From an optimization exercise on the open Yosys and OpenROAD flow, aimed at small area; shortcuts taken in it are not production practice. The RTL was checked by simulation tests, not by an equivalence proof against the original design. No activity file was given, so power comes from the tool's default toggle rates.

==> build 34 <==
## wb_regfile
module wb_regfile (
    input  logic      clk,
    input  logic      reset,
    input  mips_pkg::word_t     ALU_result,
    input  mips_pkg::word_t     mem_data,
    input  logic      wb_write_en,
    input  logic      wb_addr_sel,
    input  logic      wb_data_sel,
    input  mips_pkg::reg_addr_t wb_addr1,
    input  mips_pkg::reg_addr_t wb_addr2,
    input  mips_pkg::reg_addr_t rs_addr,
    input  mips_pkg::reg_addr_t rt_addr,
    output mips_pkg::word_t     rs_data,
    output mips_pkg::word_t     rt_data,
    output mips_pkg::reg_addr_t wb_addr,
    output mips_pkg::word_t     wb_data,
    output logic      wb_valid
);
==> module rf_comb, before the edit <==
module rf_comb (
    input  logic [9:0] part_n,
    input  logic [1:0] a,
    input  logic [1:0] b,
    input  logic       pe,
    output logic       y
);
    assign y = (~&part_n | (|(a & b))) ^ pe;
endmodule
==> module rf_read, before the edit <==
module rf_read (
    input  logic [mips_pkg::DEPTH-1:0]          sel,
    input  logic                                pe,
    input  logic [mips_pkg::DATA_W-1:0]         byp_word,
    input  logic [mips_pkg::DEPTH*mips_pkg::DATA_W-1:mips_pkg::DATA_W] s,
    output logic [mips_pkg::DATA_W-1:0]         m
);
    genvar gb, gg;
    generate
        for (gb = 0; gb < mips_pkg::DATA_W; gb++) begin : g_bit
            logic [mips_pkg::DEPTH-1:0] col;
            logic [9:0]                 part_n;
            assign col[0] = byp_word[gb];
            for (gg = 1; gg < mips_pkg::DEPTH; gg++) begin : g_col
                assign col[gg] = s[gg*mips_pkg::DATA_W + gb];
            end
            for (gg = 0; gg < 10; gg++) begin : g_aoi3
                rf_aoi3 u_aoi (.a(sel[3*gg +: 3]), .b(col[3*gg +: 3]), .y(part_n[gg]));
            end
            rf_comb u_comb (.part_n(part_n), .a(sel[31:30]), .b(col[31:30]), .pe(pe), .y(m[gb]));
        end
    endgenerate
endmodule
==> module wb_regfile, before the edit <==
module wb_regfile (
    input  logic      clk,
    input  logic      reset,
    input  mips_pkg::word_t     ALU_result,
    input  mips_pkg::word_t     mem_data,
    input  logic      wb_write_en,
    input  logic      wb_addr_sel,
    input  logic      wb_data_sel,
    input  mips_pkg::reg_addr_t wb_addr1,
    input  mips_pkg::reg_addr_t wb_addr2,
    input  mips_pkg::reg_addr_t rs_addr,
    input  mips_pkg::reg_addr_t rt_addr,
    output mips_pkg::word_t     rs_data,
    output mips_pkg::word_t     rt_data,
    output mips_pkg::reg_addr_t wb_addr,
    output mips_pkg::word_t     wb_data,
    output logic      wb_valid
);
    wb_mux u_wb_mux (
        .wb_write_en (wb_write_en),
        .wb_addr_sel (wb_addr_sel),
        .wb_data_sel (wb_data_sel),
        .wb_addr1    (wb_addr1),
        .wb_addr2    (wb_addr2),
        .ALU_result  (ALU_result),
        .mem_data    (mem_data),
        .wb_addr     (wb_addr),
        .wb_data     (wb_data),
        .wb_valid    (wb_valid)
    );
    logic [mips_pkg::DEPTH-1:1] wen;
    genvar gi;
    generate
        for (gi = 1; gi < mips_pkg::DEPTH; gi++) begin : g_wen
            assign wen[gi] = wb_valid && (wb_addr == mips_pkg::ADDR_W'(gi));
        end
    endgenerate
    logic phase;
    always_ff @(posedge clk or negedge reset) begin
        if (!reset) begin
            phase <= 1'b0;
        end else begin
            phase <= ~phase;
        end
    end
    logic [mips_pkg::DATA_W-1:0] dcol;
    assign dcol = wb_data ^ {mips_pkg::DATA_W{phase}};
    logic [mips_pkg::DEPTH-1:1] valid;
    always_ff @(posedge clk or negedge reset) begin
        if (!reset) begin
            valid <= '0;
        end else begin
            valid <= valid | wen;
        end
    end
    logic [mips_pkg::DEPTH*mips_pkg::DATA_W-1:mips_pkg::DATA_W] s;
    rf_store u_store (
        .clk   (clk),
        .wen   (wen),
        .wen_n (~wen),
        .dcol  (dcol),
        .s     (s)
    );
    function automatic logic [mips_pkg::DEPTH-1:0] read_sel(input logic [mips_pkg::ADDR_W-1:0] addr);
        logic [mips_pkg::DEPTH-1:0] sel;
        logic                       byp;
        byp = reset && wb_valid && (addr == wb_addr);
        sel = '0;
        sel[0] = byp;
        for (int j = 1; j < mips_pkg::DEPTH; j++) begin
            sel[j] = reset && !byp && valid[j] && (addr == mips_pkg::ADDR_W'(j));
        end
        read_sel = sel;
    endfunction
    logic [mips_pkg::DEPTH-1:0] rs_sel, rt_sel;
    assign rs_sel = read_sel(rs_addr);
    assign rt_sel = read_sel(rt_addr);
    rf_read u_rs (.sel(rs_sel), .pe(phase && (|rs_sel)), .byp_word(dcol), .s(s), .m(rs_data));
    rf_read u_rt (.sel(rt_sel), .pe(phase && (|rt_sel)), .byp_word(dcol), .s(s), .m(rt_data));
endmodule
export LEC_CHECK = 0
export CAP_MARGIN = 20
export CORE_MARGIN = 2
export CORE_UTILIZATION = 45
export PLACE_DENSITY = 0.55
export SLEW_MARGIN = 20
export SYNTH_HIERARCHICAL = 1
create_clock -name core_clock -period 8.0 [get_ports {clk}]
standard.sh (not shown) runs the stock make flow with config.mk's settings and CLKGATE_MAP_FILE= SYNTH_SCRIPT=/design/flow/synth_recipe.tcl, a recipe that flattens the netlist after the stock synthesis.
==> flow/flow/run.sh <==
#!/bin/bash
# Layout flow: the standard flow (standard.sh, its synthesis unchanged) with
#  - port buffers of the smallest buffer cell instead of the one buffer_ports picks,
#  - clock tree without dummy loads,
#  - power recovery (downsizing of non-critical cells) after global routing.
# The full make output goes to flow_make.log; each ORFS step logs under orfs/logs/.
set -euo pipefail
bash standard.sh \
  "BUFFER_PORTS_ARGS=-buffer_cell sky130_fd_sc_hd__buf_1" \
  "CTS_ARGS=-sink_clustering_enable -repair_clock_nets -dont_use_dummy_load" \
  RECOVER_POWER=100 \
  finish > flow_make.log 2>&1
==> inputs of build 23, as changes to build 34 <==
--- a/flow/design.v
+++ b/flow/design.v
@@ -55,6 +55,18 @@
 endmodule
-module rf_comb (
-    input  logic [9:0] part_n,
+module rf_nand4 (
+    input  logic [3:0] a,
+    output logic       y
+);
+    assign y = ~&a;
+endmodule
+module rf_grp_last (
+    input  logic [1:0] part_n,
     input  logic [1:0] a,
     input  logic [1:0] b,
+    output logic       y
+);
+    assign y = ~(&part_n & ~|(a & b));
+endmodule
+module rf_fin (
+    input  logic [2:0] grp,
     input  logic       pe,
@@ -62,3 +74,10 @@
 );
-    assign y = (~&part_n | (|(a & b))) ^ pe;
+    assign y = (|grp) ^ pe;
+endmodule
+module rf_xor2 (
+    input  logic a,
+    input  logic b,
+    output logic y
+);
+    assign y = a ^ b;
 endmodule
@@ -76,2 +95,3 @@
             logic [9:0]                 part_n;
+            logic [2:0]                 grp;
             assign col[0] = byp_word[gb];
@@ -83,3 +103,6 @@
             end
-            rf_comb u_comb (.part_n(part_n), .a(sel[31:30]), .b(col[31:30]), .pe(pe), .y(m[gb]));
+            rf_nand4    u_grp0 (.a(part_n[3:0]), .y(grp[0]));
+            rf_nand4    u_grp1 (.a(part_n[7:4]), .y(grp[1]));
+            rf_grp_last u_grp2 (.part_n(part_n[9:8]), .a(sel[31:30]), .b(col[31:30]), .y(grp[2]));
+            rf_fin      u_fin  (.grp(grp), .pe(pe), .y(m[gb]));
         end
@@ -133,3 +156,8 @@
     logic [mips_pkg::DATA_W-1:0] dcol;
-    assign dcol = wb_data ^ {mips_pkg::DATA_W{phase}};
+    genvar gd;
+    generate
+        for (gd = 0; gd < mips_pkg::DATA_W; gd++) begin : g_dcol
+            rf_xor2 u_x (.a(wb_data[gd]), .b(phase), .y(dcol[gd]));
+        end
+    endgenerate
     logic [mips_pkg::DEPTH-1:1] valid;
==> flow/flow/run.sh (replaced) <==
#!/bin/bash
# Layout flow: the standard flow (standard.sh, its synthesis unchanged) with
#  - port buffers of the smallest buffer cell instead of the one buffer_ports picks,
#  - clock tree of small clock buffers without dummy loads,
# The full make output goes to flow_make.log; each ORFS step logs under orfs/logs/.
set -euo pipefail
bash standard.sh \
  "BUFFER_PORTS_ARGS=-buffer_cell sky130_fd_sc_hd__buf_1" \
  "CTS_ARGS=-sink_clustering_enable -repair_clock_nets -dont_use_dummy_load -buf_list {sky130_fd_sc_hd__clkbuf_4 sky130_fd_sc_hd__clkbuf_8} -root_buf sky130_fd_sc_hd__clkbuf_16 -sink_clustering_size 12 -sink_clustering_max_diameter 60" \
  finish > flow_make.log 2>&1
Settings changed: CAP_MARGIN 20 to 5, SLEW_MARGIN 20 to 5.
==> comparison table <==
metric                                                           build 23                                     build 34
Status                                           timing/DRC/antenna clean                     finished with violations
Reasons for failing layout checks                                       -  capacitance limit, slew limit, setup timing
Core Footprint                                                  90000 um2                                    90100 um2
Largest vdd supply drop                                          0.143 mV                                     0.167 mV
Critical register-to-register path endpoint   u_store.g_row[18].row_q[13]                   u_store.g_row[11].row_q[8]
Share of layout cells above drive strength 1                        11.6%                                        9.31%
Clk power                                                         3.03 mW                                      4.29 mW
Clk cell area share                                                 3.37%                                        6.00%
Number of DRC markers in iteration 0                                11600                                        11100
Routing usage on met1                                               53.7%                                        52.7%
Die Area                                                        93200 um2                                    93500 um2
Sum of negative setup slack                                          0 ps                                     -33.1 ps
Worst-case clock skew                                             49.2 ps                                      71.2 ps
Area of all placed cells without fillers                        44200 um2                                    45000 um2
Part of the cycle the worst path needs                              96.4%                                         100%

==> static timing again, ports no longer ideal <==
In the flow no input, the clock included, has a driving cell. The finished layouts below were timed again as built, in two steps.
Step 1 sets driving cells, clkbuf_16 on the clock port and buf_2 on the other inputs (assumed; they add their load-dependent delay and slew).
Step 2 adds t to the input delays and takes it off the output delays; t is the mean of the earliest and latest rising clock arrival at the registers after step 1. Input paths then give back, and output paths get back, about the clock's delay inside the block.
Slacks: ideal / step 1 / step 2; pairs: ideal / step 1.
run | t, ns | setup slack, ns | worst setup path at the end | latest minus earliest clock arrival (ns) | pins driven straight from the clock port
build 34 | 0.736 | -0.033 / -0.059 / -0.268 | input to register | 0.076 / 0.076 | 1
build 23 | 0.690 | 0.292 / 0.256 / 0.256 | input to output | 0.075 / 0.075 | 1
For build 34, which loses most, drivers alone change the setup slack by -0.026 ns; drivers and shift together by -0.235 ns.
